From an optimization exercise on the open Yosys and OpenROAD flow, aimed at small area; shortcuts taken in it are not production practice.
Function was checked by simulation only, so behaviour that the tests miss may differ from the original.
Power is estimated from default activity; no workload was simulated.

$ cat design/flow/config.mk
export PLATFORM = sky130hd
export DESIGN_NAME = apb_inbuf_stream_ctrl
export DESIGN_NICKNAME = apb_inbuf_stream_ctrl
export VERILOG_FILES = /design/flow/design.v
export SDC_FILE = /design/flow/constraint.sdc
export NUM_CORES = 4
export LEC_CHECK = 0
export CAP_MARGIN = 20
export CORE_MARGIN = 2
export CORE_UTILIZATION = 40
export PLACE_DENSITY = 0.85
export SETUP_SLACK_MARGIN = 0.2
export SLEW_MARGIN = 20
$ cat design/flow/constraint.sdc
create_clock -name core_clock -period 10.0 [get_ports {clk_i}]
set_input_delay 2.0000 -clock core_clock [delete_from_list [all_inputs] [get_ports {clk_i}]]
set_output_delay 2.0000 -clock core_clock [all_outputs]
set_load 0.01 [all_outputs]
$ cat design/flow/design.v
module apb_inbuf_stream_ctrl #(
    parameter int unsigned BUS_AW     = 8,
    parameter int unsigned BUS_DW     = 32,
    parameter int unsigned CH_NUM     = 128,
    parameter int unsigned OUT_MULT   = 9,
    parameter int unsigned IB_SRAM_AW = 10,
    parameter int unsigned FIFO_DEPTH = 4
) (
    input  logic                         clk_i,
    input  logic                         rst_n_i,
    input  logic [BUS_AW-1:0]            apb_paddr_s,
    input  logic                         apb_pwrite_s,
    input  logic                         apb_psel_s,
    input  logic                         apb_penable_s,
    input  logic [BUS_DW-1:0]            apb_pwdata_s,
    output logic [BUS_DW-1:0]            apb_prdata_s,
    output logic                         apb_pready_s,
    output logic [CH_NUM-1:0]            inbuf_din_o,
    output logic                         inbuf_din_vld_o,
    input  logic                         inbuf_din_rdy_i,
    output logic                         inbuf_sop_o,
    output logic                         inbuf_hsync_o,
    output logic [IB_SRAM_AW-1:0]        inbuf_start_waddr_o,
    input  logic [CH_NUM*OUT_MULT-1:0]   inbuf_dout_i,
    input  logic                         inbuf_dout_vld_i,
    output logic                         inbuf_dout_rdy_o,
    output logic [7:0]                   inbuf_pic_size_o,
    output logic [3:0]                   inbuf_mode_o,
    output logic                         inbuf_padding_o,
    output logic                         inbuf_cmd_vld_o,
    input  logic                         inbuf_cmd_rdy_i
);
    localparam int unsigned DOUT_W = CH_NUM * OUT_MULT;
    localparam int unsigned N_IN   = CH_NUM / BUS_DW;
    localparam int unsigned N_OUT  = DOUT_W / BUS_DW;
    localparam int unsigned IN_IW  = (N_IN > 1) ? $clog2(N_IN) : 1;
    localparam int unsigned OUT_IW = (N_OUT > 1) ? $clog2(N_OUT) : 1;
    localparam int unsigned PW     = $clog2(FIFO_DEPTH);
    localparam logic [2:0] ADDR_DIN    = 3'd0;
    localparam logic [2:0] ADDR_FLAGS  = 3'd1;
    localparam logic [2:0] ADDR_WADDR  = 3'd2;
    localparam logic [2:0] ADDR_CMD    = 3'd3;
    localparam logic [2:0] ADDR_STATUS = 3'd4;
    localparam logic [2:0] ADDR_DOUT   = 3'd5;
    localparam logic [2:0] ADDR_CTRL   = 3'd6;
    logic [CH_NUM+1:0]     mem_q [FIFO_DEPTH];
    logic [PW-1:0]         rptr_q, wptr;
    logic [PW:0]           count_q;
    logic [CH_NUM-BUS_DW-1:0] din_buf_q;
    logic [IN_IW-1:0]      din_idx_q;
    logic [1:0]            flags_q;
    logic [IB_SRAM_AW-1:0] waddr_q;
    logic [12:0]           cmd_q;
    logic                  cmd_vld_q;
    logic [DOUT_W-1:0]     cap_q;
    logic                  captured_q;
    logic [OUT_IW-1:0]     dout_idx_q;
    logic [CH_NUM+1:0]     head, push_entry;
    logic [31:0]           status;
    logic [2:0]            addr_idx;
    logic rd, wr, full, empty, din_final, din_wr, push, pop, flush, dout_rd, dout_last;
    logic unused_bits;
    assign unused_bits = ^{apb_paddr_s[BUS_AW-1:5], apb_paddr_s[1:0], apb_pwdata_s};
    assign addr_idx  = apb_paddr_s[4:2];
    assign rd        = apb_psel_s & apb_penable_s & ~apb_pwrite_s;
    assign wr        = apb_psel_s & apb_penable_s & apb_pwrite_s;
    assign full      = count_q[PW];
    assign empty     = (count_q == '0);
    assign din_final = (din_idx_q == IN_IW'(N_IN - 1));
    assign apb_pready_s = !(apb_pwrite_s && addr_idx == ADDR_DIN && din_final && full);
    assign din_wr    = wr && addr_idx == ADDR_DIN && !(din_final && full);
    assign push      = din_wr && din_final;
    assign pop       = ~empty & inbuf_din_rdy_i;
    assign flush     = wr && addr_idx == ADDR_CTRL && apb_pwdata_s[0];
    assign dout_rd   = rd && addr_idx == ADDR_DOUT && captured_q;
    assign dout_last = (dout_idx_q == OUT_IW'(N_OUT - 1));
    assign wptr      = rptr_q + count_q[PW-1:0];
    assign push_entry = {flags_q[1], flags_q[0], apb_pwdata_s, din_buf_q};
    always_ff @(posedge clk_i or negedge rst_n_i) begin
        if (!rst_n_i) begin
            rptr_q  <= '0;
            count_q <= '0;
        end else begin
            if (pop) rptr_q <= rptr_q + 1'b1;
            if (flush) count_q <= '0;
            else if (push && !pop) count_q <= count_q + 1'b1;
            else if (!push && pop) count_q <= count_q - 1'b1;
        end
    end
    for (genvar e = 0; e < FIFO_DEPTH; e++) begin : g_mem
        always_ff @(posedge clk_i) begin
            if (push && wptr == PW'(e)) mem_q[e] <= push_entry;
        end
    end
    for (genvar s = 0; s < N_IN - 1; s++) begin : g_din
        always_ff @(posedge clk_i) begin
            if (din_wr && din_idx_q == IN_IW'(s)) din_buf_q[s*BUS_DW +: BUS_DW] <= apb_pwdata_s;
        end
    end
    always_ff @(posedge clk_i or negedge rst_n_i) begin
        if (!rst_n_i) begin
            din_idx_q <= '0;
            flags_q   <= '0;
        end else if (flush) begin
            din_idx_q <= '0;
            flags_q   <= '0;
        end else if (din_wr) begin
            din_idx_q <= din_idx_q + 1'b1;
            if (push) flags_q <= '0;
        end else if (wr && addr_idx == ADDR_FLAGS) begin
            flags_q <= apb_pwdata_s[1:0];
        end
    end
    always_ff @(posedge clk_i or negedge rst_n_i) begin
        if (!rst_n_i) begin
            waddr_q   <= '0;
            cmd_q     <= '0;
            cmd_vld_q <= 1'b0;
        end else begin
            if (wr && addr_idx == ADDR_WADDR) waddr_q <= apb_pwdata_s[IB_SRAM_AW-1:0];
            if (wr && addr_idx == ADDR_CMD && !cmd_vld_q) begin
                cmd_q     <= apb_pwdata_s[12:0];
                cmd_vld_q <= apb_pwdata_s[31];
            end else if (cmd_vld_q && inbuf_cmd_rdy_i) begin
                cmd_vld_q <= 1'b0;
            end
        end
    end
    always_ff @(posedge clk_i) begin
        if (!captured_q) cap_q <= inbuf_dout_i;
    end
    always_ff @(posedge clk_i or negedge rst_n_i) begin
        if (!rst_n_i) begin
            captured_q <= 1'b0;
            dout_idx_q <= '0;
        end else if (flush) begin
            captured_q <= 1'b0;
            dout_idx_q <= '0;
        end else if (!captured_q) begin
            captured_q <= inbuf_dout_vld_i;
        end else if (dout_rd) begin
            captured_q <= !dout_last;
            dout_idx_q <= dout_last ? '0 : dout_idx_q + 1'b1;
        end
    end
    always_comb begin
        status        = '0;
        status[0]     = full;
        status[1]     = empty;
        status[2]     = cmd_vld_q;
        status[3]     = captured_q;
        status[14:8]  = 7'(count_q);
        status[23:16] = 8'(din_idx_q);
        status[31:24] = 8'(dout_idx_q);
    end
    logic [N_OUT-1:0]  dsel;
    logic [BUS_DW-1:0] dout_word;
    always_comb begin
        for (int k = 0; k < N_OUT; k++)
            dsel[k] = (addr_idx == ADDR_DOUT) && captured_q && (dout_idx_q == OUT_IW'(k));
        dout_word = '0;
        for (int k = 0; k < N_OUT; k++)
            dout_word = dout_word | ({BUS_DW{dsel[k]}} & cap_q[k*BUS_DW +: BUS_DW]);
    end
    always_comb begin
        apb_prdata_s = dout_word;
        case (addr_idx)
            ADDR_FLAGS:  apb_prdata_s[1:0] = flags_q;
            ADDR_WADDR:  apb_prdata_s[IB_SRAM_AW-1:0] = waddr_q;
            ADDR_CMD:    apb_prdata_s[12:0] = cmd_q;
            ADDR_STATUS: apb_prdata_s = BUS_DW'(status);
            default:     ;
        endcase
    end
    logic [FIFO_DEPTH-1:0] rsel;
    always_comb begin
        for (int e = 0; e < FIFO_DEPTH; e++) rsel[e] = (rptr_q == PW'(e));
        head = '0;
        for (int e = 0; e < FIFO_DEPTH; e++) head = head | ({(CH_NUM+2){rsel[e]}} & mem_q[e]);
    end
    assign inbuf_din_o         = head[CH_NUM-1:0];
    assign inbuf_din_vld_o     = ~empty;
    assign inbuf_sop_o         = head[CH_NUM];
    assign inbuf_hsync_o       = head[CH_NUM+1];
    assign inbuf_start_waddr_o = waddr_q;
    assign inbuf_dout_rdy_o    = ~captured_q;
    assign inbuf_pic_size_o    = cmd_q[7:0];
    assign inbuf_mode_o        = cmd_q[11:8];
    assign inbuf_padding_o     = cmd_q[12];
    assign inbuf_cmd_vld_o     = cmd_vld_q;
endmodule
$ cat design/flow/flow/run.sh
#!/bin/bash
# Own layout flow: the standard ORFS flow (standard synthesis, floorplan, power grid and
# tap cells unchanged), with two changes:
#  - the port buffers that global placement inserts use the smallest buffer cell;
#  - clock tree synthesis clusters up to 30 sinks within 60 um per leaf buffer, uses
#    clkbuf_16 only and adds no dummy loads.
set -euo pipefail
B=sky130_fd_sc_hd__
export BUFFER_PORTS_ARGS="-buffer_cell ${B}buf_1"
export CTS_ARGS="-sink_clustering_enable -repair_clock_nets -sink_clustering_size 30 -sink_clustering_max_diameter 60 -dont_use_dummy_load -buf_list ${B}clkbuf_16"
bash standard.sh finish > make_finish.log 2>&1
$ cat design/flow/standard.sh
#!/bin/bash
# synth_recipe.tcl (not shown) runs the flow's synth.tcl, then flattens the netlist and writes it again
# the make line also repeats each setting of config.mk as NAME=value (left out here)
make -C /OpenROAD-flow-scripts/flow DESIGN_CONFIG=/design/flow/config.mk WORK_HOME=/design/flow/orfs CLKGATE_MAP_FILE= SYNTH_SCRIPT=/design/flow/synth_recipe.tcl "${@:-finish}"
==> run notes, run 1 <==
- Mean Syn Cell Area: 18.5 um^2
- GPL Wtd Cong: 1.06
- Die Y: 409 um
- Vias: 47.2k
- Hold worst-path end: mem_q[0][12]$_DFFE_PP_
- DP Area: 74100 um^2
- Peak supply drop: 0.000173 V
- Top FF cell, synth: edfxtp_1
- Core Rows: 148
- Outcome: timing/DRC/antenna clean
- Fin. Hold Viols: 0
- Worst hold stages: 0
- Drc violations: 0
- Total Power: 16300 uW
- Post-detailed-route wirelength per cell: 48.2 um
- Post-CTS Setup Bufs: 0
- CP arrival: 6310 ps
- Synth top area share: 80.9%
- CP Capture Type: output pin
- GRT Total Usage: 41.0%
- Vias in the first global route: 42.2k
- HP Class: flip-flop to flip-flop
- H-tree levels: 4
- Most frequent CP cell: buf_4
- Final non-filler cell total: 7322
- Pleak: 0.0240 uW
- CP required: 8000 ps
- Vias per Instance: 6.44
- Bufs and invs on worst path: 6
- Sequential area share after synthesis: 82.4%
- Hold buffers post-CTS: 0
- Netlist cell types: 75
- Worst-Skew Late Latency: 820 ps
- Pin count of the biggest net entering global routing: 192
- Antenna Nets Post-Route: 0
- CP Launch Type: input port
- Nets: 6209
- # fillers: 13.7k
- Worst-path cell chain: buf_1, buf_4, nand3b_1, buf_8, buf_4, nor2_4, and3_2, buf_4, a222oi_1, nor3b_1, nand4_1, buf_1
- Final instance area: 77900 um^2
- Most numerous cell in the Yosys netlist: edfxtp_1
- Worst slew margin: 5.30%
- Flops & latches, synth: 1808
- Synthesized instance count: 3552
- Register-to-register setup slack: 5640 ps
- Highest metal used: met5
- Critical path class: input port to output pin
- Hold_ws: 421 ps
- RSZ-0062 raised after global routing: no
- R2r startpoint: captured_q$_DFF_PN0_
- Final slew viol count: 0
- Syn_nets: 4766
- Placed cells: 7029
- Yosys warning count: 2
- Clk sinks: 1808
- Gr ovfl total: 0
- CP delay by family, top: simple AND/OR/NAND/NOR gates
- Post-synth EDFFs: 1768
- Number of port buffers: 1383
- Post-synth top cells: 1768 x edfxtp_1, 576 x a22oi_1, 226 x nand2_1
- Tmin final: 8310 ps
- Power Density: 209 nW/um^2
- Worst Path Max Fanout: 18
- Ys async rst share: 2.21%
- Clock transition at path regs: 110 ps
- WL met1: 124 mm
- DR WL met2: 148 mm
- Core footprint: 163000 um^2
- Initial antenna violation count: 261
- Syn Std Cell Area: 65600 um^2
- Die area: 167000 um^2
- Final Skew: 111 ps
- Critical-path top delay cell: nor3b_1
- Wire length on met3: 59.7 mm
- R2r worst-path depth: 4
- Drt pass-1 iters: 9
- Largest area contributor in the netlist: edfxtp_1
- Num CTS Buffers: 134
- Hold wc startpoint: din_buf_q[12]$_DFFE_PP_
- Crit share post-route: 83.1%
- Peak Freq: 120 MHz
- Dominant cells by area after synthesis: edfxtp_1 81%, a22oi_1 6.6%, dfrtp_1 1.5%
- Post-CTS resize count: 0
- Synth-to-Final Area Change: 18.8%
- Terminus of the critical flop-to-flop path: cap_q[121]$_DFFE_PN_
- DP Wirelength: 274 mm
- CTS root buffer: clkbuf_16
- Final wirelength: 353 mm
- Io pins: 1389
- First-pass GRT wire length: 437 mm
- Max Cap Viol: 0
- Clock tree buffer depth: 3
- CTS tree: built
- Die width: 409 um
- Initial core utilization: 40.3%
- Ratio of cells with drive above 1 in the final layout: 7.75%
- Least-Margin Pin Slew: 1420 ps
- Worst path max stage delay: 920 ps
- Initial DRC Count: 9817
- Final setup vio count: 0
## through the flow
step / setup slack, ps / util, % / setup TNS, ps
CTS: 1640 / 47.6 / 0
global route: 1960 / 47.8 / 0
finish: 1690 / 47.9 / 0
global placement: 1090 / 45.5 / 0
floorplan: -8170 / - / -9414560
detailed placement: 1650 / 45.5 / 0
## layout make-up
cell class              count  area [um^2]  share of cell area, %
diodes                    154          385                  0.494
flip-flops and latches   1808        54100                   69.4
repair buffers           1512         6330                   8.12
clock buffers             134         3350                   4.30
multi-input cells        1524        11000                   14.1
inverters                  15         60.1                 0.0771
well taps                2175         2720                   3.49
## power breakdown
group	leakage [uW]	internal, uW	switching (uW)
logic	0.00598	809	2110
clock network	0.00165	2360	2510
registers	0.0164	8370	98.2
## layout by cell type, fill, tap and decap left out, drive strengths merged, types with 8 or more instances in the layout
master,netlist,final
and3,29,29
nor3,35,35
a21oi,54,54
o22ai,21,21
dfrtp,40,40
nor4,9,9
inv,15,14
nand3,38,38
a2111oi,9,9
and4,14,14
a22o,72,72
edfxtp,1768,1768
mux2,39,39
nor2,45,45
buf,69,1509
nand4,51,51
a32oi,9,9
a31oi,10,10
a222oi,39,39
a22oi,576,576
a221oi,53,53
a221o,8,8
nand2,226,226
mux2i,23,23
ha,13,13
a2bb2oi,8,8
o2bb2ai,12,12
o21ai,29,29
diode,0,154
clkbuf,136,137
## registers in the layout, summed over array words and instances (netlist names)
| name | flops |
|---|---|
| count_q | 3 |
| din_idx_q | 2 |
| waddr_q | 10 |
| din_buf_q | 96 |
| mem_q | 520 |
| captured_q | 1 |
| cap_q | 1152 |
| cmd_vld_q | 1 |
| flags_q | 2 |
| cmd_q | 13 |
| dout_idx_q | 6 |
| rptr_q | 2 |
## kinds of logic (layout without fill, tap and decap cells)
kind of cell	count (synthesis)	after routing	share of synthesized area, %
simple gates	504	504	3.89
flops	1808	1808	82.4
other cells	0	154	0
fa+ha+maj	14	14	0.278
buf+inv	220	1661	1.38
compound gates	934	934	10.9
xor+xnor	10	10	0.133
mux	62	62	1.02
## worst reg2reg max path: stages (launching register included)
cell	delay, ps
dfrtp_2	470
clkinvlp_4	610
buf_12	500
buf_4	1430
buf_12	660
## worst max-delay path by stage
stage / startpoint / end / cells past startpoint
finish: apb_paddr_s[3] / apb_prdata_s[21] / 12
global route: apb_paddr_s[3] / apb_prdata_s[9] / 9
CTS: apb_paddr_s[3] / apb_prdata_s[22] / 10
detailed placement: apb_paddr_s[3] / apb_prdata_s[22] / 10
global placement: apb_paddr_s[3] / apb_prdata_s[0] / 8
floorplan: captured_q$_DFF_PN0_ / cap_q[0]$_DFFE_PN_ / 1
## per-layer routing
layer / global-route usage (%) / vias up
met5: 0 / -
met4: 20.3 / 108
met3: 20.7 / 901
met2: 57.3 / 4869
met1: 52.4 / 23608
li1: - / 17697
==> inputs of run 2 (changes only) <==
==> design/flow/flow/run.sh (replaced) <==
#!/bin/bash
# Own layout flow: the standard ORFS flow (standard synthesis, floorplan, power grid and
# tap cells unchanged), with two changes:
#  - the port buffers that global placement inserts use the smallest buffer cell;
#  - clock tree synthesis clusters up to 20 sinks within 100 um per leaf buffer, uses
#    clkbuf_16 only and adds no dummy loads.
set -euo pipefail
B=sky130_fd_sc_hd__
export BUFFER_PORTS_ARGS="-buffer_cell ${B}buf_1"
export CTS_ARGS="-sink_clustering_enable -repair_clock_nets -sink_clustering_size 20 -sink_clustering_max_diameter 100 -dont_use_dummy_load -buf_list ${B}clkbuf_16"
bash standard.sh finish > make_finish.log 2>&1
==> run 2 against run 1 <==
Net effect: still clean on timing, DRC and antenna; maximum frequency up 0.91%; clock skew down 39 ps; global-route usage up 0.056 points; clock power down 13%; first-iteration DRC count up 8.5%; total power down 3.9%; setup slack better by 75 ps; critical path type unchanged; highest routed layer unchanged.
==> run notes, run 2 <==
- Hold_ws: 453 ps (+31.7 ps)
- Synth top area share: 80.9% (unchanged)
- Crit share post-route: 82.3% (-0.75 points)
- Max Cap Viol: 0 (unchanged)
- GPL Wtd Cong: 1.06 (unchanged)
- Number of port buffers: 1383 (unchanged)
- Io pins: 1389 (unchanged)
- DP Area: 74100 um^2 (unchanged)
- GRT Total Usage: 41.1% (+0.056 points)
- CP arrival: 6230 ps (-80 ps)
- Syn Std Cell Area: 65600 um^2 (unchanged)
- Clock transition at path regs: 90 ps (-20 ps)
- Setup TNS: 0 ps (unchanged)
- Largest area contributor in the netlist: edfxtp_1
- RSZ-0062 raised after global routing: no
- Worst Path Max Fanout: 18 (unchanged)
- Power Density: 203 nW/um^2 (-2.9%)
- Peak Freq: 122 MHz (+0.91%)
- HP Class: flip-flop to flip-flop
- Worst-Skew Late Latency: 790 ps (-30 ps)
- Core Rows: 148 (unchanged)
- Post-CTS Setup Bufs: 0 (unchanged)
- Final slew viol count: 0 (unchanged)
- Num CTS Buffers: 103 (-23%)
- Antenna Nets Post-Route: 0 (unchanged)
- Worst slew margin: 11.0% (+5.7 points)
- Die area: 167000 um^2 (unchanged)
- Peak supply drop: 0.000234 V (+35%)
- Die width: 409 um (unchanged)
- Sequential area share after synthesis: 82.4% (unchanged)
- Pin count of the biggest net entering global routing: 192 (unchanged)
- First-pass GRT wire length: 438 mm (+0.31%)
- Core footprint: 163000 um^2 (unchanged)
- Most numerous cell in the Yosys netlist: edfxtp_1
- CP Capture Type: output pin
- CTS root buffer: clkbuf_16
- Register-to-register setup slack: 5570 ps (-70 ps)
- Pleak: 0.0237 uW (-1.6%)
- R2r worst-path depth: 4 (unchanged)
- Vias: 47.5k (+0.76%)
- Ratio of cells with drive above 1 in the final layout: 7.17% (-0.58 points)
- Total Power: 15600 uW (-3.9%)
- Post-CTS resize count: 0 (unchanged)
- Initial antenna violation count: 246 (-5.7%)
- Hold wc startpoint: din_buf_q[41]$_DFFE_PP_
- Critical path origin: apb_paddr_s[3]
- Dominant cells by area after synthesis: edfxtp_1 81%, a22oi_1 6.6%, dfrtp_1 1.5%
- Vias in the first global route: 42.1k (-0.21%)
- Yosys warning count: 2 (unchanged)
- Final setup vio count: 0 (unchanged)
- Final Skew: 72.0 ps (-39.2 ps)
- Flops & latches, synth: 1808 (unchanged)
- Nets: 6178 (-0.50%)
- CP Launch Type: input port
- Worst hold stages: 0 (unchanged)
- Reg with most FFs: cap_q
- Synth-to-Final Area Change: 17.6%
- DP Wirelength: 274 mm (unchanged)
- Largest registers: cap_q: 1152 flops, mem_q: 520 flops, din_buf_q: 96 flops
- CP required: 8000 ps (about the same)
- Post-detailed-route wirelength per cell: 48.5 um (+0.73%)
- Netlist cell types: 75 (unchanged)
- Top FF cell, synth: edfxtp_1
- Post-synth top cells: 1768 x edfxtp_1, 576 x a22oi_1, 226 x nand2_1
- Initial core utilization: 40.3% (unchanged)
- Drc violations: 0 (unchanged)
- Gr ovfl total: 0 (unchanged)
- Hold worst-path end: mem_q[1][41]$_DFFE_PP_
- Drt pass-1 iters: 10 (+1)
- H-tree levels: 3 (-1)
- Fin. Hold Viols: 0 (unchanged)
- Syn_nets: 4766 (unchanged)
- Worst-path cell chain: buf_1, buf_4, nand3b_1, buf_8, buf_4, nor2_4, and3_2, buf_4, a2111oi_1, nand4_1, buf_1
- Hold buffers post-CTS: 0 (unchanged)
- Vias per Instance: 6.52 (+1.2%)
- Critical path class: input port to output pin
- CTS tree: built
- Initial DRC Count: 10.6k (+8.5%)
- Post-synth EDFFs: 1768 (unchanged)
- Ys async rst share: 2.21% (unchanged)
- Most frequent cells in the layout: 1768 x edfxtp_1, 1381 x buf_1, 576 x a22oi_1
- R2r startpoint: captured_q$_DFF_PN0_
- Worst path max stage delay: 1170 ps (+250 ps)
- Clock tree buffer depth: 3 (unchanged)
- Least-Margin Pin Slew: 1340 ps (-85.5 ps)
- Final instance area: 77200 um^2 (-1.0%)
- Max reg flops: 1152 (unchanged)
- Terminus of the critical flop-to-flop path: cap_q[775]$_DFFE_PN_
- Clk sinks: 1808 (unchanged)
- Outcome: timing/DRC/antenna clean
- Die Y: 409 um (unchanged)
- Final wirelength: 354 mm (+0.29%)
- Tmin final: 8230 ps (-75.1 ps)
- Most frequent CP cell: buf_4
- Critical-path top delay cell: a2111oi_1
- Most common cell after layout, fill and taps aside: edfxtp_1
- Mean Syn Cell Area: 18.5 um^2 (unchanged)
- Synthesized instance count: 3552 (unchanged)
-- run 2: critical path: cells and delay by family --
family	cells	cell delay, ps
compound gates	1	1170
simple gates	4	1250
buf+inv	6	1740
-- run 2: layer usage --
metal  vias up  track usage, %  wire length (um)
met5         -               0               597
met4        94            16.8             18400
met3       912            19.0             59000
met2      5108            59.3            151000
met1     23809            53.5            125000
li1      17617               -                 -
-- run 2: stage by stage --
stage,std cells,util (%),setup slack [ps]
final,7290,47.4,1770
after global routing,7202,47.3,1940
after CTS,7132,47.1,1640
after detailed placement,7029,45.5,1650
after global placement,7026,45.5,1090
after floorplan,3552,-,-8170
-- run 2: worst max-delay path by stage --
stage	slack [ps]	to	cells after the start
global route	1940	apb_prdata_s[9]	9
detailed placement	1650	apb_prdata_s[22]	10
floorplan	-8170	cap_q[0]$_DFFE_PN_	1
CTS	1640	apb_prdata_s[22]	10
global placement	1090	apb_prdata_s[0]	8
finish	1770	apb_prdata_s[22]	11
-- run 2: cell type report --
class                           count  area (um^2)
Antenna cell                      153          383
Tap cell                         2175         2720
Timing Repair Buffer             1512         6330
Inverter                           15         60.1
Fill cell                       13823        85600
Sequential cell                  1808        54100
Multi-Input combinational cell   1524        11000
Clock buffer                      103         2580
-- run 2: where the power goes --
part | switching (uW) | internal [uW] | leakage [uW]
logic | 2110 | 808 | 0.00598
registers | 98.4 | 8370 | 0.0164
clock network | 2430 | 1820 | 0.00127
-- run 2: cells by family after synthesis --
group,Yosys count,synth area share [%]
flops,1808,82.4
buf+inv,220,1.38
xor+xnor,10,0.133
simple gates,504,3.89
fa+ha+maj,14,0.278
compound gates,934,10.9
mux,62,1.02
==> inputs of run 3 (changes only) <==
--- a/design/flow/design.v
+++ b/design/flow/design.v
@@ -159,7 +159,17 @@
         for (int k = 0; k < N_OUT; k++)
             dsel[k] = (addr_idx == ADDR_DOUT) && captured_q && (dout_idx_q == OUT_IW'(k));
-        dout_word = '0;
-        for (int k = 0; k < N_OUT; k++)
-            dout_word = dout_word | ({BUS_DW{dsel[k]}} & cap_q[k*BUS_DW +: BUS_DW]);
+    end
+    localparam int unsigned N_G3 = N_OUT / 3;
+    logic [N_G3-1:0] grp_n [BUS_DW];
+    for (genvar b = 0; b < BUS_DW; b++) begin : g_bit
+        for (genvar g = 0; g < N_G3; g++) begin : g_grp
+            apb_inbuf_ao222_n u_ao (
+                .a(cap_q[(3*g)*BUS_DW + b]),   .sa(dsel[3*g]),
+                .b(cap_q[(3*g+1)*BUS_DW + b]), .sb(dsel[3*g+1]),
+                .c(cap_q[(3*g+2)*BUS_DW + b]), .sc(dsel[3*g+2]),
+                .y_n(grp_n[b][g])
+            );
+        end
+        assign dout_word[b] = ~&grp_n[b];
     end
     always_comb begin
@@ -190,2 +200,8 @@
     assign inbuf_cmd_vld_o     = cmd_vld_q;
 endmodule
+module apb_inbuf_ao222_n (
+    input  logic a, sa, b, sb, c, sc,
+    output logic y_n
+);
+    assign y_n = ~((a & sa) | (b & sb) | (c & sc));
+endmodule
--- a/design/flow/config.mk
+++ b/design/flow/config.mk
@@ -12,2 +12,4 @@
 export SETUP_SLACK_MARGIN = 0.2
 export SLEW_MARGIN = 20
+export SYNTH_HIERARCHICAL = 1
+export SYNTH_MINIMUM_KEEP_SIZE = 0
==> run 3 against run 2 <==
Net effect: still clean; sequential share of layout area rose by 2.1 points; core utilization rose by 0.41 points; routed wire length fell by 24%; first-iteration DRC count fell by 3.1%; critical path depth rose by 2; register-to-register slack got worse by 270 ps; via count fell by 9.8%; clock power fell by 3%; die area fell by 3.5%; critical path type unchanged; largest cell class unchanged; largest power group unchanged; highest routed layer unchanged.
==> run notes, run 3 <==
- Vias in the first global route: 40.6k (-3.5%)
- HP Class: flip-flop to flip-flop
- CP Launch Type: input port
- Final Skew: 96.9 ps (+24.9 ps)
- Drc violations: 0 (unchanged)
- Final slew viol count: 0 (unchanged)
- Netlist cell types: 52 (-31%)
- Max reg flops: 1152 (unchanged)
- Largest area contributor in the netlist: edfxtp_1
- Synth-to-Final Area Change: 18.4%
- Core Rows: 145 (-2.0%)
- Clk sinks: 1808 (unchanged)
- R2r worst-path depth: 5 (+1)
- Flops & latches, synth: 1808 (unchanged)
- Initial antenna violation count: 148 (-40%)
- Mean Syn Cell Area: 20.7 um^2 (+12%)
- Post-synth EDFFs: 1768 (unchanged)
- Worst-path cell chain: buf_1, and4b_1, nand3_1, nor2_1, and2_1, buf_4, a222oi_1, nand4_1, nor3_1, buf_4, a221oi_1, and3_1, buf_1
- Most frequent cells in the layout: 1768 x edfxtp_1, 1381 x buf_1, 384 x a222oi_1
- Least-Margin Pin Slew: 1320 ps (-17.4 ps)
- Power Density: 197 nW/um^2 (-2.7%)
- Critical-path top delay cell: a222oi_1
- DP Area: 72100 um^2 (-2.7%)
- Final instance area: 74900 um^2 (-2.9%)
- Yosys warning count: 10 (+8)
- Die area: 161000 um^2 (-3.5%)
- Peak supply drop: 0.000190 V (-19%)
- Sequential area share after synthesis: 85.5% (+3.0 points)
- Final wirelength: 268 mm (-24%)
- Gr ovfl total: 0 (unchanged)
- Crit share post-route: 92.7% (+10 points)
- CTS tree: built
- DP Wirelength: 205 mm (-25%)
- Most numerous cell in the Yosys netlist: edfxtp_1
- Num CTS Buffers: 104 (+0.97%)
- CTS root buffer: clkbuf_16
- RSZ-0062 raised after global routing: no
- Stages on worst setup path: 13 (+2)
- Setup TNS: 0 ps (unchanged)
- R2r startpoint: captured_q$_DFF_PN0_
- Post-detailed-route wirelength per cell: 39.7 um (-18%)
- Terminus of the critical flop-to-flop path: cap_q[986]$_DFFE_PN_
- Worst-Skew Late Latency: 710 ps (-80 ps)
- CP required: 8000 ps (about the same)
- Register-to-register setup slack: 5300 ps (-270 ps)
- Ys async rst share: 2.21% (unchanged)
- Largest registers: cap_q: 1152 flops, mem_q: 520 flops, din_buf_q: 96 flops
- Io pins: 1389 (unchanged)
- First-pass GRT wire length: 347 mm (-21%)
- Antenna Nets Post-Route: 0 (unchanged)
- Outcome: timing/DRC/antenna clean
- Initial DRC Count: 10.3k (-3.1%)
- Worst slew margin: 12.2% (+1.2 points)
- Critical path class: input port to output pin
- CP Capture Type: output pin
- Bufs and invs on worst path: 4 (-2)
- CP arrival: 7270 ps (+1040 ps)
- Worst Path Max Fanout: 32 (+14)
- Fin. Hold Viols: 0 (unchanged)
- Peak Freq: 108 MHz (-11%)
- Post-CTS resize count: 0 (unchanged)
- Syn Std Cell Area: 63300 um^2 (-3.6%)
- Die width: 402 um (-1.8%)
- Drt pass-1 iters: 14 (+4)
- H-tree levels: 3 (unchanged)
- Vias per Instance: 6.34 (-2.7%)
- Critical path origin: apb_paddr_s[2]
- Syn_nets: 4272 (-10%)
- Post-layout util: 47.8% (+0.41 points)
- Final setup vio count: 0 (unchanged)
- Worst path max stage delay: 1160 ps (about the same)
- Clock transition at path regs: 80 ps (about the same)
- Die Y: 402 um (-1.8%)
- GRT Total Usage: 32.1% (-8.9 points)
- Post-CTS Setup Bufs: 0 (unchanged)
- Dominant cells by area after synthesis: edfxtp_1 84%, a222oi_1 6.1%, a22oi_1 3.1%
- Nets: 5834 (-5.6%)
- Top FF cell, synth: edfxtp_1
- Setup crit end: apb_prdata_s[10]
- Most common cell after layout, fill and taps aside: edfxtp_1
- Hold buffers post-CTS: 0 (unchanged)
- Tmin final: 9270 ps (+1040 ps)
- GPL Wtd Cong: 1.01 (-5.1%)
- CP delay by family, top: simple AND/OR/NAND/NOR gates
- Vias: 42.9k (-9.8%)
- Pleak: 0.0231 uW (-2.4%)
- Reg with most FFs: cap_q
- Max Cap Viol: 0 (unchanged)
- Core footprint: 157000 um^2 (-3.7%)
- Number of port buffers: 1383 (unchanged)
- Initial core utilization: 40.4% (+0.057 points)
- Synthesized instance count: 3058 (-14%)
- Clock tree buffer depth: 3 (unchanged)
- Ratio of cells with drive above 1 in the final layout: 6.93% (-0.25 points)
- Post-synth top cells: 1768 x edfxtp_1, 384 x a222oi_1, 260 x a22oi_1
- Synth top area share: 83.9% (+3.0 points)
- Pin count of the biggest net entering global routing: 198 (+3.1%)
-- run 3: how the worst min path moves through the flow --
stage	from	to	slack, ps	cells after the start
3_5_place_dp	din_buf_q[73]$_DFFE_PP_	mem_q[0][73]$_DFFE_PP_	480	0
3_3_place_gp	din_buf_q[45]$_DFFE_PP_	mem_q[0][45]$_DFFE_PP_	460	0
2_1_floorplan	din_buf_q[0]$_DFFE_PP_	mem_q[0][0]$_DFFE_PP_	460	0
5_1_grt	din_buf_q[86]$_DFFE_PP_	mem_q[2][86]$_DFFE_PP_	480	0
4_1_cts	din_buf_q[86]$_DFFE_PP_	mem_q[2][86]$_DFFE_PP_	440	0
6_report	din_buf_q[86]$_DFFE_PP_	mem_q[2][86]$_DFFE_PP_	450	0
-- run 3: kinds of logic (layout without fill, tap and decap cells) --
family                   after synthesis  count (layout)  share of synthesized area [%]
AO/OA/AOI/OAI                        697             697                           9.76
XOR/XNOR                               8               8                          0.111
buffers and inverters                 85            1645                          0.530
other                                  0              87                              0
AND/OR/NAND/NOR                      410             410                           3.22
multiplexers                          36              36                          0.621
flip-flops                          1808            1808                           85.5
adder cells (fa/ha/maj)               14              14                          0.289
-- run 3: area by class of cell --
| type | instances | area, um^2 |
|---|---|---|
| timing repair buffer | 1529 | 6350 |
| tap | 2058 | 2570 |
| clock buffer | 104 | 2600 |
| fill | 12652 | 81800 |
| inverter | 12 | 48.8 |
| multi-input combinational | 1165 | 9060 |
| sequential | 1808 | 54100 |
| antenna | 87 | 218 |
-- run 3: routing by layer --
| layer | vias up | part of all wire (%) | GRT usage (%) |
|---|---|---|---|
| li1 | 16638 | - | - |
| met1 | 20905 | 33 | 38.7 |
| met2 | 4465 | 45 | 49.5 |
| met3 | 797 | 16 | 13.6 |
| met4 | 86 | 6.3 | 16.1 |
| met5 | - | 0.20 | 0 |
-- run 3: power by group --
| group | total, uW | internal [uW] | switching (uW) |
|---|---|---|---|
| clock network | 4140 | 1840 | 2300 |
| registers | 8440 | 8370 | 71.1 |
| logic | 2210 | 649 | 1560 |
| total | 14800 | 10900 | 3930 |
-- run 3: Yosys stat by module, one instance, submodules excluded --
module,flops+latches,times used
apb_inbuf_stream_ctrl,1808,1
apb_inbuf_ao222_n,0,384
-- run 3: through the flow --
| stage | setup WS (ps) | power (uW) | hold WS, ps | instances |
|---|---|---|---|---|
| floorplan | -9180 | 9690 | 459 | 3058 |
| global placement | 1060 | 10700 | 460 | 6569 |
| detailed placement | 938 | 10800 | 477 | 6570 |
| CTS | 942 | 14700 | 443 | 6674 |
| global route | 819 | 15100 | 478 | 6703 |
| finish | 730 | 14800 | 454 | 6763 |
-- run 3: worst register-to-register path, cell delays in order (launching register included) --
cell and delay (ps):
dfrtp_1 460, clkinvlp_4 340, buf_4 740, buf_6 860, buf_4 870, buf_12 700
==> inputs of run 4 (changes only) <==
--- a/design/flow/design.v
+++ b/design/flow/design.v
@@ -186,6 +186,14 @@
     always_comb begin
         for (int e = 0; e < FIFO_DEPTH; e++) rsel[e] = (rptr_q == PW'(e));
-        head = '0;
-        for (int e = 0; e < FIFO_DEPTH; e++) head = head | ({(CH_NUM+2){rsel[e]}} & mem_q[e]);
+    end
+    for (genvar b = 0; b < CH_NUM + 2; b++) begin : g_head
+        logic h3_n;
+        apb_inbuf_ao222_n u_ao (
+            .a(mem_q[0][b]), .sa(rsel[0]),
+            .b(mem_q[1][b]), .sb(rsel[1]),
+            .c(mem_q[2][b]), .sc(rsel[2]),
+            .y_n(h3_n)
+        );
+        assign head[b] = ~(h3_n & ~(mem_q[3][b] & rsel[3]));
     end
     assign inbuf_din_o         = head[CH_NUM-1:0];
==> design/flow/flow/run.sh (replaced) <==
#!/bin/bash
# Own layout flow: the standard ORFS flow (standard synthesis, floorplan, power grid and
# tap cells unchanged), with two changes:
#  - the port buffers that global placement inserts use the smallest buffer cell;
#  - clock tree synthesis clusters up to 22 sinks within 100 um per leaf buffer, uses
#    clkbuf_16 only and adds no dummy loads.
set -euo pipefail
B=sky130_fd_sc_hd__
export BUFFER_PORTS_ARGS="-buffer_cell ${B}buf_1"
export CTS_ARGS="-sink_clustering_enable -repair_clock_nets -sink_clustering_size 22 -sink_clustering_max_diameter 100 -dont_use_dummy_load -buf_list ${B}clkbuf_16"
bash standard.sh finish > make_finish.log 2>&1
==> run 4 against run 3 <==
Net effect: via count down 0.32%; final cell count down 0.68%; setup slack better by 330 ps; largest cell class unchanged; maximum frequency increased by 3.6%; final area fell by 0.69%.
==> run notes, run 4 <==
- Pin count of the biggest net entering global routing: 200 (+1.0%)
- Final Skew: 119 ps (+22.1 ps)
- Initial core utilization: 40.3% (-0.089 points)
- Clock tree buffer depth: 3 (unchanged)
- Dominant cells by area after synthesis: edfxtp_1 84%, a222oi_1 8.2%, nand2_1 1.6%
- Total Power: 14600 uW (-1.2%)
- Gr ovfl total: 0 (unchanged)
- HP Class: flip-flop to flip-flop
- Simple-gate portion of the synthesized area: 3.91% (+0.69 points)
- Drc violations: 0 (unchanged)
- CP Launch Type: input port
- Number of port buffers: 1383 (unchanged)
- DP Wirelength: 202 mm (-1.3%)
- R2r worst-path depth: 5 (unchanged)
- First-pass GRT wire length: 347 mm (-0.20%)
- Clk sinks: 1808 (unchanged)
- Peak Freq: 112 MHz (+3.6%)
- Hold worst-path end: mem_q[3][10]$_DFFE_PP_
- Vias per Instance: 6.36 (+0.36%)
- Post-detailed-route wirelength per cell: 40.1 um (+0.96%)
- Num CTS Buffers: 93 (-11%)
- Drt pass-1 iters: 15 (+1)
- Largest registers: cap_q: 1152 flops, mem_q: 520 flops, din_buf_q: 96 flops
- CTS tree: built
- Vias: 42.8k (-0.32%)
- GRT Total Usage: 32.3% (+0.18 points)
- Fin. Hold Viols: 0 (unchanged)
- Synth top area share: 84.3% (+0.38 points)
- Synth-to-Final Area Change: 18.1%
- Post-synth EDFFs: 1768 (unchanged)
- Yosys warning count: 10 (unchanged)
- Tmin final: 8940 ps (-326 ps)
- Netlist cell types: 55 (+5.8%)
- Hold buffers post-CTS: 0 (unchanged)
- Post-CTS Setup Bufs: 0 (unchanged)
- Final wirelength: 269 mm (+0.27%)
- H-tree levels: 3 (unchanged)
- Worst path max stage delay: 1060 ps (-100 ps)
- Complex-gate fraction of the synthesized area: 8.79% (-0.97 points)
- Die width: 401 um (-0.22%)
- Final instance area: 74400 um^2 (-0.69%)
- Multi-input logic area: 8930 um^2 (-1.4%)
- Post-synth top cells: 1768 x edfxtp_1, 514 x a222oi_1, 276 x nand2_1
- Worst slew margin: 9.22% (-2.9 points)
- CTS root buffer: clkbuf_16
- Clock transition at path regs: 80 ps (about the same)
- Outcome: timing/DRC/antenna clean
- Sequential area share after synthesis: 85.9% (+0.39 points)
- Nets: 5806 (-0.48%)
- CP Capture Type: output pin
- Initial DRC Count: 10.5k (+2.1%)
- Most frequent cells in the layout: 1768 x edfxtp_1, 1382 x buf_1, 514 x a222oi_1
- Max Cap Viol: 0 (unchanged)
- Top FF cell, synth: edfxtp_1
- Syn Std Cell Area: 63000 um^2 (-0.45%)
- Die Y: 401 um (-0.22%)
- CP arrival: 6940 ps (-330 ps)
- Reg with most FFs: cap_q
- Core footprint: 156000 um^2 (-0.23%)
- Antenna Nets Post-Route: 0 (unchanged)
- Most numerous cell in the Yosys netlist: edfxtp_1
- Seq. cell area: 54100 um^2 (unchanged)
- Worst Path Max Fanout: 21 (-34%)
- Peak supply drop: 0.000186 V (-2.3%)
- Worst-Skew Late Latency: 750 ps (+40 ps)
- Post-Synth XOR/XNOR Area: 0.125% (+0.014 points)
- Hold wc startpoint: din_buf_q[10]$_DFFE_PP_
- CP delay by family, top: simple AND/OR/NAND/NOR gates
- Ys async rst share: 2.21% (unchanged)
- Most common cell after layout, fill and taps aside: edfxtp_1
- Terminus of the critical flop-to-flop path: cap_q[541]$_DFFE_PN_
- Core Rows: 145 (unchanged)
- GPL Wtd Cong: 1.05 (+4.2%)
- Mux share of post-synthesis cell area: 0.715% (+0.094 points)
- Largest area contributor in the netlist: edfxtp_1
- R2r startpoint: captured_q$_DFF_PN0_
- Flops & latches, synth: 1808 (unchanged)
- Final setup vio count: 0 (unchanged)
- Least-Margin Pin Slew: 1360 ps (+44.1 ps)
- RSZ-0062 raised after global routing: no
- Power Density: 196 nW/um^2 (-0.53%)
- Initial antenna violation count: 110 (-26%)
- Syn_nets: 4223 (-1.1%)
- DP Area: 71900 um^2 (-0.30%)
- Largest family of logic cells by synthesized area: compound AO/OA/AOI/OAI gates
- Worst-path cell chain: buf_1, nand4b_1, or3_1, nor2_1, and2_2, buf_4, a222oi_1, nand4_1, nor3_1, buf_4, o22a_1, o211ai_1, buf_1
- Pleak: 0.0229 uW (-0.68%)
- Register-to-register setup slack: 5020 ps (-280 ps)
- Max reg flops: 1152 (unchanged)
- Critical-path top delay cell: a222oi_1
- Critical path class: input port to output pin
- # fillers: 12.8k (+0.90%)
- Vias in the first global route: 40.1k (-1.4%)
- Die area: 161000 um^2 (-0.44%)
- Bufs and invs on worst path: 4 (unchanged)
- Post-CTS resize count: 0 (unchanged)
- Synthesized instance count: 3009 (-1.6%)
- Worst hold stages: 0 (unchanged)
- Post-Synth Adder-Cell Area: 0.290% (+0.0013 points)
- CP required: 8000 ps (about the same)
- Crit share post-route: 89.4% (-3.3 points)
- Mean Syn Cell Area: 20.9 um^2 (+1.2%)
- Io pins: 1389 (unchanged)
- Ratio of cells with drive above 1 in the final layout: 6.84% (-0.088 points)
- Final slew viol count: 0 (unchanged)
[run 4: cell types whose count changed in the layout (fill, tap and decap cells not counted), moves of 4 or more]
cell | before | now
mux2_4 | 0 | 9
and3_1 | 7 | 3
buf_4 | 137 | 125
a222oi_1 | 384 | 514
clkbuf_16 | 104 | 93
nand2_1 | 156 | 276
inv_1 | 11 | 15
mux2_1 | 9 | 0
a22oi_1 | 260 | 2
diode_2 | 87 | 69
[run 4: cells by family after synthesis]
group / after synthesis
XOR/XNOR: 9
flip-flops: 1808
buffers and inverters: 47
AO/OA/AOI/OAI: 568
AND/OR/NAND/NOR: 525
multiplexers: 38
adder cells (fa/ha/maj): 14
[run 4: worst max-delay path by stage]
stage	start	end	slack [ps]	cells past startpoint
final	apb_paddr_s[2]	apb_prdata_s[1]	1060	13
after global routing	apb_paddr_s[3]	apb_prdata_s[1]	1250	12
after CTS	apb_paddr_s[2]	apb_prdata_s[1]	1280	12
after detailed placement	apb_paddr_s[2]	apb_prdata_s[1]	1310	12
after global placement	apb_paddr_s[2]	apb_prdata_s[1]	1310	12
after floorplan	captured_q$_DFF_PN0_	apb_prdata_s[3]	-8660	3
[run 4: final cells by class]
type | instances | area share (%)
flip-flops and latches | 1808 | 72.7
multi-input cells | 1154 | 12.0
repair buffers | 1519 | 8.42
well taps | 2058 | 3.46
clock buffers | 93 | 3.13
diodes | 69 | 0.232
inverters | 16 | 0.0857
[run 4: stage by stage]
stage | std cells | setup TNS (ps) | hold slack [ps] | setup WS [ps] | util (%)
finish | 6717 | 0 | 465 | 1060 | 47.6
floorplan | 3009 | -9451070 | 459 | -8660 | -
global placement | 6547 | 0 | 461 | 1310 | 45.9
CTS | 6645 | 0 | 476 | 1280 | 47.5
global route | 6679 | 0 | 491 | 1250 | 47.5
detailed placement | 6552 | 0 | 479 | 1310 | 46.0
[run 4: where the power goes]
| group | internal, uW | switching (uW) | total [uW] |
|---|---|---|---|
| logic | 666 | 1600 | 2270 |
| registers | 8370 | 77.1 | 8440 |
| clock network | 1650 | 2240 | 3890 |
[run 4: per-module statistics from Yosys (local to each module, per instance)]
module                 copies in the design  area (um^2)
apb_inbuf_stream_ctrl                     1        57900
apb_inbuf_ao222_n                       514         10.0
[run 4: per-layer routing]
layer | vias to the layer above | global-route usage (%) | routed length [um] | share of wire (%)
met4 | 50 | 17.8 | 18300 | 6.8
met2 | 4669 | 49.0 | 119000 | 44
li1 | 16558 | - | - | -
met5 | - | 0 | 501 | 0.19
met3 | 803 | 14.6 | 46500 | 17
met1 | 20673 | 38.4 | 84700 | 31
==> inputs of run 5 (changes only) <==
--- a/design/flow/design.v
+++ b/design/flow/design.v
@@ -158,5 +158,5 @@
     always_comb begin
         for (int k = 0; k < N_OUT; k++)
-            dsel[k] = (addr_idx == ADDR_DOUT) && captured_q && (dout_idx_q == OUT_IW'(k));
+            dsel[k] = (dout_idx_q == OUT_IW'(k));
     end
     localparam int unsigned N_G3 = N_OUT / 3;
@@ -171,5 +171,5 @@
             );
         end
-        assign dout_word[b] = ~&grp_n[b];
+        assign dout_word[b] = ~&grp_n[b] & (addr_idx == ADDR_DOUT) & captured_q;
     end
     always_comb begin
==> run 5 against run 4 <==
Net effect: die area decreased by 0.21%; routed wire length is 0.18% lower; clock power up 2%; sequential cell count unchanged; synthesized cell count shrank 0.43%; synthesized area shrank 0.21%; global-route usage increased by 0.060 points; first-iteration DRC count rose by 3.9%; combinational power rose by 5%; sequential power is essentially flat; maximum frequency grew 24%; critical path type is now flip-flop to output pin.
==> run notes, run 5 <==
- Die Y: 400 um (-0.10%)
- Post-detailed-route wirelength per cell: 39.9 um (-0.41%)
- First-pass GRT wire length: 347 mm (about the same)
- Final setup vio count: 0 (unchanged)
- Io pins: 1389 (unchanged)
- Mean Syn Cell Area: 21.0 um^2 (+0.22%)
- Clk sinks: 1808 (unchanged)
- Final slew viol count: 0 (unchanged)
- Post-layout util: 47.7% (+0.058 points)
- Final instance area: 74400 um^2 (about the same)
- Num CTS Buffers: 96 (+3.2%)
- Worst-path cell chain: nand2b_1, nor2_1, and2_2, buf_4, a222oi_1, nand4_1, o31ai_1, a31oi_1, buf_1
- Syn Std Cell Area: 62900 um^2 (-0.21%)
- Fin. Hold Viols: 0 (unchanged)
- Die width: 400 um (-0.10%)
- Largest area contributor in the netlist: edfxtp_1
- Post-synth EDFFs: 1768 (unchanged)
- Clock tree buffer depth: 3 (unchanged)
- Worst-Skew Late Latency: 750 ps (about the same)
- Synth-to-Final Area Change: 18.4%
- RSZ-0062 raised after global routing: no
- Least-Margin Pin Slew: 1350 ps (-6.92 ps)
- Core Rows: 145 (unchanged)
- Largest family of logic cells by synthesized area: compound AO/OA/AOI/OAI gates
- Top FF cell, synth: edfxtp_1
- Initial DRC Count: 10.9k (+3.9%)
- Antenna Nets Post-Route: 0 (unchanged)
- Yosys warning count: 10 (unchanged)
- Initial core utilization: 40.2% (about the same)
- Complex-gate fraction of the synthesized area: 8.66% (-0.12 points)
- DP Wirelength: 203 mm (+0.29%)
- Largest registers: cap_q: 1152 flops, mem_q: 520 flops, din_buf_q: 96 flops
- Total Power: 14800 uW (+1.5%)
- Power Density: 199 nW/um^2 (+1.5%)
- CP Launch Type: flip-flop
- Vias in the first global route: 39.7k (-0.97%)
- Pleak: 0.0229 uW (-0.24%)
- Sequential area share after synthesis: 86.0% (+0.18 points)
- Flops & latches, synth: 1808 (unchanged)
- Worst Path Max Fanout: 23 (+9.5%)
- Peak supply drop: 0.000212 V (+14%)
- HP Class: flip-flop to flip-flop
- Critical path class: flip-flop to output pin
- Crit share post-route: 72.4% (-17 points)
- H-tree levels: 3 (unchanged)
- Ratio of cells with drive above 1 in the final layout: 6.82% (-0.020 points)
- Max reg flops: 1152 (unchanged)
- Setup TNS: 0 ps (unchanged)
- Number of port buffers: 1383 (unchanged)
- Hold buffers post-CTS: 0 (unchanged)
- Most numerous cell in the Yosys netlist: edfxtp_1
- Pin count of the biggest net entering global routing: 210 (+5.0%)
- Final Skew: 129 ps (+10.0 ps)
- Critical-path top delay cell: a222oi_1
- Post-Synth Adder-Cell Area: 0.291% (+0.00061 points)
- Vias per Instance: 6.37 (about the same)
- Post-Synth XOR/XNOR Area: 0.147% (+0.022 points)
- Die area: 160000 um^2 (-0.21%)
- Core footprint: 156000 um^2 (-0.12%)
- Synthesized instance count: 2996 (-0.43%)
- CP Capture Type: output pin
- Final wirelength: 269 mm (-0.18%)
- CTS root buffer: clkbuf_16
- Reg with most FFs: cap_q
- Syn_nets: 4210 (-0.31%)
- CP required: 8000 ps (about the same)
- Netlist cell types: 51 (-7.3%)
- Hold_ws: 454 ps (-10.2 ps)
- Ys async rst share: 2.21% (unchanged)
- Gr ovfl total: 0 (unchanged)
- Outcome: timing/DRC/antenna clean
- Dominant cells by area after synthesis: edfxtp_1 84%, a222oi_1 8.2%, nand2_1 1.8%
- Vias: 42.9k (+0.29%)
- Nets: 5790 (-0.28%)
- CP arrival: 5240 ps (-1700 ps)
- Drc violations: 0 (unchanged)
- Mux share of post-synthesis cell area: 0.667% (-0.048 points)
- Most common cell after layout, fill and taps aside: edfxtp_1
- GRT Total Usage: 32.4% (+0.060 points)
- Post-CTS Setup Bufs: 0 (unchanged)
- Most frequent cells in the layout: 1768 x edfxtp_1, 1381 x buf_1, 514 x a222oi_1
- DP Area: 71700 um^2 (-0.29%)
- Tmin final: 7240 ps (-1700 ps)
- Drt pass-1 iters: 17 (+2)
- CTS tree: built
- Clock transition at path regs: 80 ps (about the same)
- Post-synth top cells: 1768 x edfxtp_1, 514 x a222oi_1, 294 x nand2_1
- Worst path max stage delay: 880 ps (-180 ps)
- Peak Freq: 138 MHz (+24%)
- Worst slew margin: 9.68% (+0.46 points)
- Post-CTS resize count: 0 (unchanged)
- Simple-gate portion of the synthesized area: 3.92% (+0.014 points)
- GPL Wtd Cong: 1.03 (-1.7%)
- Initial antenna violation count: 148 (+35%)
- Synth top area share: 84.4% (+0.18 points)
- Max Cap Viol: 0 (unchanged)
## run 5: cell count changes in the layout (fill, tap and decap cells not counted), sizes merged, moves of 8 or more
cell,delta
nand2,+17
nor2,-11
diode,+31
buf,-14
nor3,-8
o21ai,+8
clkbuf,+11
## run 5: Yosys stat by module (local to each module, per instance)
module                 cell area [um^2]  flip-flops and latches  times used  cells
apb_inbuf_ao222_n                  10.0                       0         514      1
apb_inbuf_stream_ctrl             57700                    1808           1   2482
## run 5: final timing paths
check                                               start                        end  slack, ps  cells past startpoint
max in group asynchronous                         rst_n_i  dout_idx_q[0]$_DFFE_PN0P_       7950                      2
worst min register to register    din_buf_q[65]$_DFFE_PP_     mem_q[3][65]$_DFFE_PP_        450                      0
worst min-delay path              din_buf_q[65]$_DFFE_PP_     mem_q[3][65]$_DFFE_PP_        450                      0
worst max-delay path            dout_idx_q[5]$_DFFE_PN0P_            apb_prdata_s[5]       2760                      9
min in group asynchronous                         rst_n_i      cmd_q[12]$_DFFE_PN0P_       1390                      2
worst max register to register       captured_q$_DFF_PN0_      cap_q[1020]$_DFFE_PN_       5330                      5
## run 5: per-stage QoR
stage,std cells,setup slack (ps)
2_1_floorplan,2996,-10430
3_3_place_gp,6522,3630
3_5_place_dp,6525,3590
4_1_cts,6621,2880
5_1_grt,6671,2810
6_report,6732,2760
## run 5: cell type report
type	count	area [um^2]
fillers	12678	81800
multi-input cells	1146	8840
diodes	100	250
inverters	11	45.0
repair buffers	1513	6230
well taps	2058	2570
clock buffers	96	2400
flip-flops and latches	1808	54100
## run 5: cell families (layout without fill, tap and decap cells)
kind of cell               count (synthesis)  count (layout)
and+or+nand+nor                          526             526
DFF                                     1808            1808
muxes                                     35              35
AOI/OAI and AO/OA                        562             562
other                                      0             100
adders and majority gates                 14              14
xor gates and xnor gates                   9               9
buffers and inverters                     42            1620
## run 5: where the power goes
group / internal [uW] / leakage, uW / switching, uW
logic: 708 / 0.00527 / 1690
registers: 8370 / 0.0164 / 77.0
clock network: 1700 / 0.00118 / 2280
total: 10800 / 0.0229 / 4040
## run 5: routing by layer
| layer | routed length [um] | part of all wire (%) | vias to the layer above | track usage [%] |
|---|---|---|---|---|
| li1 | - | - | 16520 | - |
| met1 | 84600 | 31 | 20766 | 38.1 |
| met2 | 116000 | 43 | 4638 | 47.7 |
| met3 | 48100 | 18 | 872 | 16.7 |
| met4 | 19200 | 7.2 | 82 | 18.1 |
| met5 | 819 | 0.30 | - | 1.19 |
## run 5: worst max-delay path, delay by kind of cell, from the launching register on
family	cells	cell delay, ps
AO/OA/AOI/OAI	3	2040
AND/OR/NAND/NOR	4	1420
buffers and inverters	2	540
flip-flops	1	510

[afterwards: timing with drivers on the ports]
The flow's constraints put no driver on any port. The routed layouts listed below were extracted and timed again, unchanged, in two steps.
Step 1 assumes that a clkbuf_16 drives the clock port and a buf_2 every other input.
Step 2 also shifts input and output timing later by t, the mid clock arrival at the registers, as if the neighbouring blocks saw the same clock.
Slacks: no drivers / after step 1 / after step 2; pairs: no drivers / after step 1.
run | t (ns) | setup slack, ns | hold WS [ns] | worst data-port slew with drivers (ns) | cell pins on the clock port's net
run 1 | 0.846 | 1.695 / 1.662 / 1.662 | 0.421 / 0.421 / 0.421 | 0.46 | 1
run 2 | 0.829 | 1.770 / 1.675 / 1.675 | 0.453 / 0.453 / 0.453 | 0.44 | 1
run 3 | 0.785 | 0.730 / 0.707 / 0.707 | 0.454 / 0.454 / 0.454 | 0.45 | 1
run 4 | 0.777 | 1.056 / 1.027 / 1.027 | 0.465 / 0.465 / 0.465 | 0.44 | 1
run 5 | 0.780 | 2.758 / 2.671 / 3.439 | 0.454 / 0.454 / 0.454 | 0.46 | 1
After both steps every run listed still meets setup and hold. The setup slack of run 2, which loses most, moves by -0.095 ns with the drivers and by -0.095 ns with both steps.
